Context: an optimization exercise on an open-source flow, tuned for small area. The choices shown serve that exercise and are no tape-out recipe. Function was checked by simulation only, so behaviour that the tests miss may differ from the original. No activity file was given, so power comes from the tool's default toggle rates.

**design/flow/flow/run.sh**
```bash
#!/bin/bash
# Standard ORFS layout with two changes: ports are buffered with the
# smallest buffer, and CTS clusters more sinks per buffer without dummy loads.
set -euo pipefail
bash standard.sh \
  "BUFFER_PORTS_ARGS=-buffer_cell sky130_fd_sc_hd__buf_1" \
  "CTS_ARGS=-sink_clustering_enable -repair_clock_nets -dont_use_dummy_load -sink_clustering_size 20 -sink_clustering_max_diameter 60 -buf_list {sky130_fd_sc_hd__clkbuf_8}" \
  finish > standard_flow.log 2>&1
```
**design/flow/config.mk**
```make
export PLATFORM = sky130hd
export DESIGN_NAME = vexec_unit
export DESIGN_NICKNAME = vexec_unit
export VERILOG_FILES = /design/flow/design.v
export SDC_FILE = /design/flow/constraint.sdc
export NUM_CORES = 4
export LEC_CHECK = 0
export CAP_MARGIN = 20
export CORE_MARGIN = 2
export CORE_UTILIZATION = 65
export SLEW_MARGIN = 20
```
**design/flow/constraint.sdc**
```tcl
create_clock -name core_clock -period 5.0 [get_ports {clk}]
set_input_delay 1.0000 -clock core_clock [delete_from_list [all_inputs] [get_ports {clk}]]
set_output_delay 1.0000 -clock core_clock [all_outputs]
set_load 0.01 [all_outputs]
```
**design/flow/design.v**
```verilog
`timescale 1ns/1ps
`default_nettype none
module vexec_unit
(
   input  wire         clk,
   input  wire         reset,
   input  wire         opcode_vld,
   input  wire  [31:0] opcode0,
   input  wire  [31:0] opcode1,
   output logic        inst_buff_full,
   output logic        ls_req_vld,
   output logic        ls_req_access_type,
   output logic [31:0] ls_req_access_length,
   output logic [4:0]  ls_req_vec_reg_ptr,
   output logic [31:0] ls_req_addr,
   input  wire         load_store_busy
);
   logic [31:0] ring [16];
   logic [31:0] vec_len;
   logic [3:0]  cnt;
   logic        clr;
   logic        phase;
   logic        pend;
   logic [3:0]  pdst;
   logic        rq;
   logic        park;
   logic [3:0]  pc;
   logic        s_op0;    
   logic        s_op1;    
   logic        s_vl;     
   logic        s_keep;   
   logic        s_hold;   
   logic        s_iss;    
   logic [31:0] w;
   logic [7:0]  op;
   logic        is_ls;
   logic        is_mtc;
   logic        is_mfc;
   logic        is_mov;
   logic        live;
   logic        active;
   logic        match;
   logic        done;
   logic        stay;
   logic        ld_vl;
   logic        unpark;
   logic [3:0]  cnt_nx;
   logic        clr_nx;
   logic        rq_nx;
   logic        park_nx;
   logic [3:0]  pc_nx;
   logic        free_nx;
   logic        n_op0;
   logic        n_op1;
   logic        n_vl;
   logic        n_iss;
   logic        n_hold;
   logic [31:0] rin;
   assign w      = phase ? opcode1 : opcode0;
   assign op     = w[31:24];
   assign is_ls  = (op == 8'd1) || (op == 8'd2);
   assign is_mtc = (op == 8'd3);
   assign is_mfc = (op == 8'd4);
   assign is_mov = (op == 8'd5);
   assign live   = opcode_vld && !clr;
   assign active = live && !park;
   assign match  = (cnt == w[11:8]);
   always_comb begin
      if (pend) begin
         done = s_op0 || s_op1;
      end else if (is_ls) begin
         done = live && rq && !load_store_busy;
      end else if (is_mtc) begin
         done = active && match;
      end else if (is_mfc) begin
         done = s_vl;
      end else begin
         done = live;
      end
   end
   assign ld_vl  = active && !pend && is_mtc && match;
   assign unpark = park && !rq && (pc == 4'd0);
   assign cnt_nx  = s_hold ? cnt : cnt + 1'b1;
   assign clr_nx  = clr && (cnt != 4'd15);
   assign rq_nx   = s_iss || (rq && load_store_busy);
   assign park_nx = s_iss || (park && !unpark);
   assign pc_nx   = s_iss ? 4'd1 : (park ? ((pc == 4'd14) ? 4'd0 : pc + 1'b1) : pc);
   assign free_nx = !park_nx || (!rq_nx && (pc_nx == 4'd0));
   assign stay   = live && !done;
   assign n_op0  = stay && free_nx && pend && !phase && (cnt_nx == pdst);
   assign n_op1  = stay && free_nx && pend &&  phase && (cnt_nx == pdst);
   assign n_vl   = stay && free_nx && !pend && is_mfc && (cnt_nx == w[19:16]);
   assign n_iss  = stay && free_nx && !pend && is_ls && !rq_nx && (cnt_nx == w[11:8]);
   assign n_hold = n_iss || !free_nx;
   assign rin = ({32{s_op0}}  & opcode0)
              | ({32{s_op1}}  & opcode1)
              | ({32{s_vl}}   & vec_len)
              | ({32{s_keep}} & ring[0])
              | ({32{s_hold}} & ring[1]);
   assign inst_buff_full = !(phase && done);
   always_ff @(posedge clk) begin
      if (!s_hold) begin
         ring[0] <= ring[1];
      end
      for (int i = 1; i < 15; i++) begin
         ring[i] <= ring[i+1];
      end
      ring[15] <= rin;
      if (ld_vl || clr) begin
         vec_len <= rin;
      end
      if (live && !pend && is_mov) begin
         pdst <= w[19:16];
      end
      pc <= pc_nx;
   end
   always_ff @(posedge clk or negedge reset) begin
      if (!reset) begin
         cnt    <= '0;
         clr    <= 1'b1;
         phase  <= 1'b0;
         pend   <= 1'b0;
         rq     <= 1'b0;
         park   <= 1'b0;
         s_op0  <= 1'b0;
         s_op1  <= 1'b0;
         s_vl   <= 1'b0;
         s_keep <= 1'b0;
         s_hold <= 1'b0;
         s_iss  <= 1'b0;
      end else begin
         cnt    <= cnt_nx;
         clr    <= clr_nx;
         rq     <= rq_nx;
         park   <= park_nx;
         s_op0  <= n_op0;
         s_op1  <= n_op1;
         s_vl   <= n_vl;
         s_iss  <= n_iss;
         s_hold <= n_hold;
         s_keep <= !clr_nx && !n_op0 && !n_op1 && !n_vl && !n_hold;
         if (done) begin
            phase <= !phase;
         end
         if (live) begin
            if (pend) begin
               if (done) begin
                  pend <= 1'b0;
               end
            end else if (is_mov) begin
               pend <= 1'b1;
            end
         end
      end
   end
   assign ls_req_vld           = rq;
   assign ls_req_access_type   = w[25];
   assign ls_req_access_length = vec_len;
   assign ls_req_vec_reg_ptr   = w[20:16];
   assign ls_req_addr          = ring[0];
endmodule
`default_nettype wire
```
**design/flow/standard.sh**
```bash
#!/bin/bash
# synth_recipe.tcl (not shown) runs the flow's synth.tcl, then flattens the netlist and writes it again
# the make line also repeats each setting of config.mk as NAME=value (left out here)
make -C /OpenROAD-flow-scripts/flow DESIGN_CONFIG=/design/flow/config.mk WORK_HOME=/design/flow/orfs CLKGATE_MAP_FILE= SYNTH_SCRIPT=/design/flow/synth_recipe.tcl "${@:-finish}"
```
==> results of run 1 <==
cell usage after synthesis (all sizes together), types with 3 or more instances:
master	number	area, µm²
or4	3	30.03
nor3b	3	22.52
nand2	37	146.4
or4b	3	33.78
mux2	5	56.30
nand2b	3	18.77
clkbuf	20	75.07
o31ai	3	36.28
buf	3	27.52
and2	3	18.77
dfrtp	14	350.3
a22oi	32	240.2
dfxtp	484	9689
a222oi	32	320.3
nor2	10	37.54
mux2i	8	87.59
inv	10	37.54
xnor2	14	122.6
nor3	5	25.02
a21oi	3	15.01
xor2	5	43.79
edfxtp	68	2042
o21ai	4	20.02
nor2b	3	18.77
final timing paths:
check                           cells past startpoint  slack, ns    startpoint        endpoint
worst min-delay path                                0       0.31  ring[14][17]    ring[13][17]
worst max register to register                      7       2.04         phase           phase
min in group asynchronous                           1       0.53         reset              rq
worst max-delay path                                8       0.63         phase  inst_buff_full
worst min register to register                      0       0.31  ring[14][17]    ring[13][17]
max in group asynchronous                           1       3.88         reset          s_hold
cell type report:
cell class / count / area share (%)
sequential: 567 / 80.27
inverter: 10 / 0.2488
tap: 275 / 2.281
clock buffer: 34 / 3.102
timing repair buffer: 144 / 3.707
multi-input combinational: 207 / 10.39
power groups by stage:
| stage | Sequential [µW] | Clock (µW) | Combinational, µW |
|---|---|---|---|
| after floorplan | 4820 | 0 | 282 |
| after global placement | 4850 | 0 | 378 |
| after detailed placement | 4850 | 0 | 386 |
| after CTS | 4750 | 1870 | 387 |
| after global routing | 4760 | 2030 | 418 |
| final | 4750 | 1810 | 389 |
registers in the layout (all words and copies together), names as in the netlist, 4 cells and up:
name and flops:
ring 512, vec_len 32, cnt 4, pc 4, pdst 4
metal layers:
metal | routed length, µm | vias to the layer above | track usage [%]
met5 | 13 | - | 0
met4 | 537 | 2 | 6.840
li1 | - | 3083 | -
met3 | 1502 | 43 | 3.841
met1 | 9988 | 3128 | 28.21
met2 | 10090 | 245 | 31.63
cells by family (layout without fill, tap and decap cells):
family	Yosys count	in the layout	share of synthesized area, %
AOI/OAI and AO/OA	91	91	5.736
muxes	13	13	1.042
xor gates and xnor gates	19	19	1.205
and+or+nand+nor	83	83	3.217
buffers and inverters	33	188	1.015
adders and majority gates	1	1	0.09061
DFF	567	567	87.69
layout by cell type (no fill, tap or decap), types with 9 or more instances in the layout:
cell      synthesis  final
dfxtp_1         484    484
buf_1             0    139
edfxtp_1         68     68
nand2_1          36     36
clkbuf_8          0     34
a222oi_1         32     32
a22oi_1          32     32
xnor2_1          14     14
dfrtp_1          14     13
nor2_1           10     10
inv_1            10      9
worst max-delay path: stages, from the launching register on:
cell and delay (ns):
dfrtp_1 0.60, buf_4 0.34, or4b_4 0.51, o22ai_4 0.29
nand2_4 0.10, o41ai_1 0.49, o31ai_1 0.23, nand2_1 0.11
buf_1 0.15
metrics by stage:
| stage | utilization (%) | worst slack (ns) | instances | hold slack [ns] |
|---|---|---|---|---|
| after CTS | 71.95 | 0.6138 | 1237 | 0.3153 |
| after global placement | 69.72 | 0.9799 | 1203 | 0.3101 |
| after detailed placement | 69.72 | 0.8850 | 1203 | 0.3121 |
| after global routing | 71.99 | 0.4586 | 1237 | 0.3179 |
| after floorplan | - | 1.512 | 807 | 0.3096 |
| final | 71.99 | 0.6328 | 1237 | 0.3129 |
==> impl_metrics.toml, run 1 <==
[synth]
ys_seq_area_share_pct = 87.69
synthCells = 807
syn_area_um2 = 13810
synth_edf_count = 68
yosysWarnings = 2
syn_nets = 876
synth_cell_types = 56
syn_area_per_cell_um2 = 17.11
async_flop_share_pct = 2.646
ys_ff_latch = 567
ys.flop_type = "dfxtp_1"

[pwr]
clkPwrFrac_pct = 26.1
combinationalPowerShare_pct = 5.6
leakage_uw = 0.005967
p_total_uw = 6953
powerDensity_nw_per_um2 = 460.9
vdd_drop_max_mv = 0.2930
internal_power_uw = 5470
p_switching_uw = 1483
swShare_pct = 21.33
seqPwrFrac_pct = 68.3

[clocking]
clock_path_buffers = 3
numCtsBuffers = 34
htreeDepth = 2
postCtsHoldBufs = 0
clock_latency_ns = 0.55
post_cts_buffers = 0
clockRootBuffer = "clkbuf_8"
clkSinkCount = 567
clk_pin_slew_ns = 0.11
cts_tree = "yes"
cts-resized-gates = 0

[sta]
rsz0062_at_grt = "false"
final_max_slew_viol_count = 0
fmax_mhz = 229.0
finalHoldViolCount = 0
setup_viol = 0
final.period_utilization_pct = 87.34
setup_tns_ns = 0
fin_crit_ns = 4.367
slew_headroom_pct = 37.30
skew_ns = 0.02400
worst_slew_pin_slew_ns = 0.9405

[setup_path]
crit_arrival_ns = 3.37
cp-end-kind = "output pin"
cp_max_fo = 14
critical_path_class = "flip-flop to output pin"
cp.required_ns = 4.00
crit_path_start_kind = "flip-flop"

[route]
post_drt_wl_per_cell_um = 17.89
drt_iter0_markers = 425
ant_nets = 0
dr.pass1.iters = 7
via_per_inst = 5.255
wirelength_um = 22130
dr_total_vias = 6501
drcViolationCount = 0

[layout]
register_area_um2 = 12110
fin_area_um2 = 15090
syn2layout_area_growth_pct = 9.261
antenna_cells = 0
nNetsFinal = 1033
layout-drive-gt1-share_pct = 6.133
multi_input_area_um2 = 1568
fillers = 1428

[die]
die_h_um = 149.7
num_io_pins = 140
dieArea_um2 = 22420
rows = 53
core_um2 = 20960
start_util_pct = 65.89
die_w_um = 149.7

[global_routing]
grt_start_max_net_pins = 38
overflow = 0
grt_pass1_vias = 6487
grt_pass1_wl_um = 34020
grt_usage_pct = 20.00
antenna_found_initial = 1

[placed_design]
place_area_um2 = 14610
gp_congestion = 0.7983
dp_hpwl_um = 13850
portBuffers = 139

[job]
maxCapViolations = 0

[status]
status = "complete, no violations"

[hold_path]
hold_class = "flip-flop to flip-flop"
==> inputs of run 2 (changes only) <==
--- a/design/flow/design.v
+++ b/design/flow/design.v
@@ -114,4 +114,8 @@
       end
       pc <= pc_nx;
+      s_op0  <= n_op0;
+      s_op1  <= n_op1;
+      s_vl   <= n_vl;
+      s_keep <= !clr_nx && !n_op0 && !n_op1 && !n_vl && !n_hold;
    end
    always_ff @(posedge clk or negedge reset) begin
@@ -123,8 +127,4 @@
          rq     <= 1'b0;
          park   <= 1'b0;
-         s_op0  <= 1'b0;
-         s_op1  <= 1'b0;
-         s_vl   <= 1'b0;
-         s_keep <= 1'b0;
          s_hold <= 1'b0;
          s_iss  <= 1'b0;
@@ -134,10 +134,6 @@
          rq     <= rq_nx;
          park   <= park_nx;
-         s_op0  <= n_op0;
-         s_op1  <= n_op1;
-         s_vl   <= n_vl;
          s_iss  <= n_iss;
          s_hold <= n_hold;
-         s_keep <= !clr_nx && !n_op0 && !n_op1 && !n_vl && !n_hold;
          if (done) begin
             phase <= !phase;
==> run 2 against run 1 <==
- total power rose by 0.20%
- area after synthesis fell by 0.14%
- flip-flop and latch count did not move
- combinational power fell by 5.1%
- clock skew rose by 0.028 ns
- maximum frequency fell by 5.3%
- clock power barely moved
- critical path depth fell by 1
- synthesized cell count did not move
- worst hold slack got worse by 0.024 ns
==> impl_metrics.toml, run 2 <==
[setup_path]
critPathMaxStageDelay_ns = 0.92
r2r-start = "phase"
cp-end-kind = "output pin"
crit_buf_inv = 1
crit_path_top_delay_cell = "dfrtp_1"
critical_path_depth = 7
critical_path_class = "flip-flop to output pin"
worstReg2RegEnd = "vec_len[16]"
crit_path_start_kind = "flip-flop"
r2r_cells = 4
r2r_slack_ns = 1.51
endpoint = "inst_buff_full"
startpoint = "phase"
crit_family = "flip-flops"
cp.required_ns = 4.00
crit_arrival_ns = 3.61
cp_cell_sequence = "mux2i_1, xnor2_1, nor4_1, o41ai_1, o31ai_1, nand2_1, buf_1"
cp_max_fo = 12

[sta]
rsz0062_at_grt = "false"
fin_crit_ns = 4.612
whs_ns = 0.2892
worst_slew_pin_slew_ns = 1.052
skew_ns = 0.05239
finalHoldViolCount = 0
slew_headroom_pct = 29.86
final.period_utilization_pct = 92.25
setup_viol = 0
fmax_mhz = 216.8
final_max_slew_viol_count = 0
setup_tns_ns = 0

[clocking]
numCtsBuffers = 35
clkSinkCount = 567
cts_tree = "yes"
clk_pin_slew_ns = 0.11
clock_path_buffers = 3
htreeDepth = 2
post_cts_buffers = 0
cts-resized-gates = 0
clockRootBuffer = "clkbuf_8"
clock_latency_ns = 0.54
postCtsHoldBufs = 0

[layout]
fin_area_um2 = 15050
layout-drive-gt1-share_pct = 6.250
regMostFlops = "ring"
reg.largest.list = "ring: 512 flops, vec_len: 32 flops"
register_area_um2 = 12090
fillers = 1382
antenna_cells = 0
final_common_cell = "dfxtp_1"
syn2layout_area_growth_pct = 9.175
largest_reg_flops = 512
nNetsFinal = 1031
multi_input_area_um2 = 1559
final_cell_mix = "485 x dfxtp_1, 139 x buf_1, 68 x edfxtp_1"

[synth]
synth_cell_types = 56
synth_commonest_cells = "488 x dfxtp_1, 68 x edfxtp_1, 36 x nand2_1, 32 x a222oi_1, 32 x a22oi_1"
synth_top_area_share_pct = 70.86
syn_area_per_cell_um2 = 17.08
synth_edf_count = 68
yosysWarnings = 2
ys_seq_area_share_pct = 87.68
async_flop_share_pct = 1.940
synth_most_common_cell = "dfxtp_1"
ys.flop_type = "dfxtp_1"
ys_ff_latch = 567
syn_area_um2 = 13790
yosysTopAreaCell = "dfxtp_1"
synth.area.top_cells = "dfxtp_1 71%, edfxtp_1 15%, a222oi_1 2.3%"
synthCells = 807
syn_nets = 876

[die]
die_w_um = 149.6
core_um2 = 20890
dieArea_um2 = 22390
rows = 53
num_io_pins = 140
die_h_um = 149.6
start_util_pct = 66.00

[job]
maxCapViolations = 0

[placed_design]
place_area_um2 = 14570
gp_congestion = 0.8271
dp_hpwl_um = 14020
portBuffers = 139

[global_routing]
grt_pass1_wl_um = 34830
met3_usage_pct = 4.024
antenna_found_initial = 0
met2_usage_pct = 32.52
grt_start_max_net_pins = 38
overflow = 0
grt_pass1_vias = 6567
grt.busiest_layer = "met2"
grt_usage_pct = 20.39
use_met1_pct = 28.62

[pwr]
vdd_drop_max_mv = 0.2928
powerDensity_nw_per_um2 = 462.8
leakage_uw = 0.005938
p_total_uw = 6966

[hold_path]
hold_class = "flip-flop to flip-flop"

[route]
post_drt_wl_per_cell_um = 18.13
dr.pass1.iters = 5
via_per_inst = 5.194
drcViolationCount = 0
ant_nets = 0
dr_total_vias = 6414
drt_iter0_markers = 535
wirelength_um = 22390

[status]
status = "complete, no violations"
-- run 2: changes by cell type after synthesis, sizes merged --
cell   before  now
dfxtp     484  488
dfrtp      14   10
-- run 2: per-stage QoR --
| step | std cells | worst slack (ns) | utilization (%) |
|---|---|---|---|
| final | 1235 | 0.3876 | 72.06 |
| after global routing | 1235 | 0.1511 | 72.06 |
| after CTS | 1235 | 0.3562 | 72.06 |
| after detailed placement | 1200 | 0.9120 | 69.75 |
| after global placement | 1200 | 0.9699 | 69.75 |
| after floorplan | 807 | 1.512 | - |
-- run 2: how the worst min path moves through the flow --
stage                            start      endpoint  slack, ns  cells after the start
after floorplan            ring[11][0]   ring[10][0]       0.31                      0
after CTS                 ring[15][28]  ring[14][28]       0.28                      0
after global placement    ring[14][11]  ring[13][11]       0.31                      0
after global routing      ring[15][28]  ring[14][28]       0.28                      0
final                     ring[15][28]  ring[14][28]       0.29                      0
after detailed placement   ring[15][6]   ring[14][6]       0.31                      0
-- run 2: power breakdown --
group	leakage (µW)	internal [µW]	total, µW	switching, µW
Sequential	0.00486	4690	4770	77.2
Clock	0.000252	637	1830	1190
Combinational	0.000825	159	369	209
Total	0.00594	5490	6970	1480
-- run 2: final cells by class --
cell class	count	share of cell area, %
sequential	567	80.34
multi-input combinational	207	10.36
timing repair buffer	141	3.566
clock buffer	35	3.200
tap	275	2.286
inverter	10	0.2494
-- run 2: logic make-up (layout without fill, tap and decap cells) --
| group | after synthesis | after routing | share of synthesized area [%] |
|---|---|---|---|
| adders and majority gates | 1 | 1 | 0.09074 |
| muxes | 13 | 13 | 1.044 |
| and+or+nand+nor | 83 | 83 | 3.222 |
| xor gates and xnor gates | 19 | 19 | 1.207 |
| AOI/OAI and AO/OA | 91 | 91 | 5.745 |
| buffers and inverters | 33 | 186 | 1.016 |
| DFF | 567 | 567 | 87.68 |
-- run 2: per-layer routing --
metal,wire length (µm),part of all wire [%]
met3,1424,6.4
met4,430,1.9
met1,9936,44
met5,0,0
met2,10600,47

[re-timing with driven ports]
Ports are ideal in the flow. The routed layouts listed here were re-timed in OpenROAD.
Step 1: set_driving_cell puts a clkbuf_16 on clk and a buf_2 on each other input, an assumption about the parent block.
Step 2 also shifts input and output timing later by t, the mid clock arrival at the registers, as if the neighbouring blocks saw the same clock.
a / b / c = ideal / step 1 / step 2; a / b = the first two.
run	shift t [ns]	setup slack, ns	worst hold slack (ns)
run 1	0.576	0.633 / 0.591 / 0.698	0.313 / 0.313 / 0.313
run 2	0.557	0.388 / 0.349 / 0.862	0.289 / 0.289 / 0.289
After both steps every run listed still meets setup and hold.
